Context: an optimization exercise on an open-source flow, tuned for small area and a short achievable clock period. The choices shown serve that exercise and are no tape-out recipe.
Function was checked by simulation only, so behaviour that the tests miss may differ from the original.
Power and IR drop assume default switching activity.

## trn_rx_tlp_buffer
module trn_rx_tlp_buffer #(
  parameter int DEPTH_LOG2 = 5
) (
  input  logic                 trn_clk,
  input  logic                 trn_reset_n,
  input  logic                 trn_lnk_up_n,
  input  logic [63:0]          trn_rd,
  input  logic                 trn_rrem_n,
  input  logic                 trn_rsof_n,
  input  logic                 trn_reof_n,
  input  logic                 trn_rsrc_rdy_n,
  input  logic                 trn_rsrc_dsc_n,
  input  logic                 trn_rerrfwd_n,
  input  logic [6:0]           trn_rbar_hit_n,
  output logic                 trn_rdst_rdy_n,
  output logic [63:0]          tlp_data,
  output logic                 tlp_sof,
  output logic                 tlp_eof,
  output logic                 tlp_rem_n,
  output logic                 tlp_errfwd,
  output logic [6:0]           tlp_bar_hit_n,
  output logic                 tlp_valid,
  input  logic                 tlp_ready,
  output logic                 err_pulse
);
Size in the first run: about 4,900 cells after synthesis, ~2,500 flip-flops, roughly 160 I/O pins, roughly 90,000 um^2 of cells after synthesis.
==> flow/config.mk <==
export PLATFORM = sky130hd
export DESIGN_NAME = trn_rx_tlp_buffer
export DESIGN_NICKNAME = trn_rx_tlp_buffer
export VERILOG_FILES = /design/flow/design.v
export SDC_FILE = /design/flow/constraint.sdc
export NUM_CORES = 4
export LEC_CHECK = 0
export CAP_MARGIN = 20
export CORE_MARGIN = 2
export CORE_UTILIZATION = 50
export PLACE_DENSITY = 0.65
export SETUP_SLACK_MARGIN = 1.9
export SLEW_MARGIN = 20
export SYNTH_HIERARCHICAL = 1
==> flow/constraint.sdc <==
create_clock -name core_clock -period 4.0 [get_ports {trn_clk}]
set_input_delay 0.8000 -clock core_clock [delete_from_list [all_inputs] [get_ports {trn_clk}]]
set_output_delay 0.8000 -clock core_clock [all_outputs]
set_load 0.01 [all_outputs]
standard.sh (not shown) runs the stock make flow with config.mk's settings and CLKGATE_MAP_FILE= SYNTH_SCRIPT=/design/flow/synth_recipe.tcl, a recipe that flattens the netlist after the stock synthesis.
==> flow/flow/run.sh <==
#!/bin/bash
# Layout flow: the standard ORFS flow (standard.sh) with two changes:
#  - plain buffers, rather than the delay cells the resizer picks by default, on the ports;
#  - clock tree sinks clustered in bigger groups, without dummy loads (fewer clock buffers).
set -euo pipefail
bash standard.sh synth > synth.log 2>&1
bash standard.sh \
  "BUFFER_PORTS_ARGS=-buffer_cell sky130_fd_sc_hd__buf_2" \
  "CTS_ARGS=-sink_clustering_enable -repair_clock_nets -dont_use_dummy_load -sink_clustering_size 30 -sink_clustering_max_diameter 60" \
  finish > layout.log 2>&1
The baseline produced a clean layout.
Edit:
PLACE_DENSITY = 0.72   (was 0.65)
SETUP_SLACK_MARGIN = 1.8   (was 1.9)
Effect: Total power went down by about 2%; register-to-register slack loses 0.16 ns; final area went down by about 0.6%; clock power went down by about 4%; global-route usage went down by 2.3 points; non-clock buffer count went down by 28; final cell count went down by 0.50%.
Edit:
PLACE_DENSITY = 0.65   (was 0.72)
SETUP_SLACK_MARGIN = 2.0   (was 1.8)
TNS_END_PERCENT = 10   (was default)
Effect: Wire length grows by about 5.6%. Clock power increases by about 6%. Area after synthesis is unchanged. Worst setup slack gets worse by 0.019 ns. Flip-flop and latch count does not change. Maximum frequency went down by about 0.8%. Via count hardly moves. Core utilization hardly moves.

========
trn_rx_tlp_buffer again, from the RTL that the note above started with.
// trn_rx_tlp_buffer
module trn_rx_tlp_buffer #(
  parameter int DEPTH_LOG2 = 5
) (
  input  logic                 trn_clk,
  input  logic                 trn_reset_n,
  input  logic                 trn_lnk_up_n,
  input  logic [63:0]          trn_rd,
  input  logic                 trn_rrem_n,
  input  logic                 trn_rsof_n,
  input  logic                 trn_reof_n,
  input  logic                 trn_rsrc_rdy_n,
  input  logic                 trn_rsrc_dsc_n,
  input  logic                 trn_rerrfwd_n,
  input  logic [6:0]           trn_rbar_hit_n,
  output logic                 trn_rdst_rdy_n,
  output logic [63:0]          tlp_data,
  output logic                 tlp_sof,
  output logic                 tlp_eof,
  output logic                 tlp_rem_n,
  output logic                 tlp_errfwd,
  output logic [6:0]           tlp_bar_hit_n,
  output logic                 tlp_valid,
  input  logic                 tlp_ready,
  output logic                 err_pulse
);
==> flow/config.mk <==
export PLATFORM = sky130hd
export DESIGN_NAME = trn_rx_tlp_buffer
export DESIGN_NICKNAME = trn_rx_tlp_buffer
export VERILOG_FILES = /design/flow/design.v
export SDC_FILE = /design/flow/constraint.sdc
export NUM_CORES = 4
export LEC_CHECK = 0
export CAP_MARGIN = 20
export CORE_MARGIN = 2
export CORE_UTILIZATION = 50
export PLACE_DENSITY = 0.65
export SETUP_SLACK_MARGIN = 1.8
export SLEW_MARGIN = 20
export SYNTH_HIERARCHICAL = 1
==> flow/constraint.sdc <==
create_clock -name core_clock -period 4.0 [get_ports {trn_clk}]
set_input_delay 0.8000 -clock core_clock [delete_from_list [all_inputs] [get_ports {trn_clk}]]
set_output_delay 0.8000 -clock core_clock [all_outputs]
set_load 0.01 [all_outputs]
Scripts as last shown in full above: flow/flow/run.sh
Then changed:
--- a/flow/config.mk
+++ b/flow/config.mk
@@ -14,0 +15 @@
+export TNS_END_PERCENT = 10
Outcome: The changed run completed with no timing, DRC or antenna violations. Synthesized cell count stays the same. Clock power is about the same. Via count goes down by 2.0%. Routed wire length fell by 6.6%. Sequential cell count does not change. Non-clock buffer count is lower by 35. Count of clock-buffer cells in the layout rose by 3. Worst setup slack got worse by 190 ps. Total power stays flat.

========
north:
trn_rx_tlp_buffer, a different RTL version from the one above (not shown whole).
For scale: ~4,800 cells after synthesis, about 160 I/O pins, ~0.089 mm^2 of cells after synthesis.
Settings: LEC_CHECK=0, CAP_MARGIN=20, CORE_MARGIN=2, CORE_UTILIZATION=50, PLACE_DENSITY=0.65, SETUP_SLACK_MARGIN=1.7, SLEW_MARGIN=20, SYNTH_HIERARCHICAL=1; clock period 4.0 ns.
Scripts as last shown in full above: flow/flow/run.sh
north went all the way through the flow, and no timing, DRC or antenna check failed.
Inputs modified between north and middle:
-- flow/flow/run.sh --
<<< north, line 9
  "CTS_ARGS=-sink_clustering_enable -repair_clock_nets -dont_use_dummy_load -sink_clustering_size 30 -sink_clustering_max_diameter 60" \
>>> middle, line 9
  "CTS_ARGS=-sink_clustering_enable -repair_clock_nets -dont_use_dummy_load -sink_clustering_size 35 -sink_clustering_max_diameter 70" \
The final cell count number comes out lower for middle vs north. Against north, middle comes in about 1.8% lower on wire length of the first global-routing pass. Tightest slew margin relative to the limit: higher on middle. Routing usage on met2 in middle is 0.88 points below north.

==> re-timing with driven ports <==
How much do the figures lean on ideal ports? The routed layouts below were timed once more, with nothing changed but the port constraints.
Step 1 sets driving cells, clkbuf_16 on the clock port and buf_2 on the other inputs (assumed; they add their load-dependent delay and slew).
Step 2 adds t to the input delays and takes it off the output delays; t is the mean of the earliest and latest rising clock arrival at the registers after step 1. Input paths then give back, and output paths get back, about the clock's delay inside the block.
a / b / c = no drivers / after step 1 / after step 2; a / b = the first two.
run	t (ns)	setup WS [ns]	worst register clock-pin slew, ns
the first run of note 1	0.894	1.796 / 1.758 / 1.066	0.11 / 0.11
the second run of note 1	0.892	1.639 / 1.639 / 0.933	0.11 / 0.11
the third run of note 1	0.899	1.620 / 1.620 / 0.995	0.11 / 0.11
the first run of note 2	0.896	1.739 / 1.739 / 1.004	0.11 / 0.11
the second run of note 2	0.887	1.548 / 1.548 / 0.958	0.11 / 0.11
north	0.886	1.680 / 1.662 / 1.170	0.11 / 0.11
middle	0.862	1.682 / 1.671 / 1.119	0.12 / 0.12
After both steps every run listed still meets setup and hold. The setup slack of the first run of note 2, which loses most, moves by 0.000 ns with the drivers and by -0.735 ns with both steps.
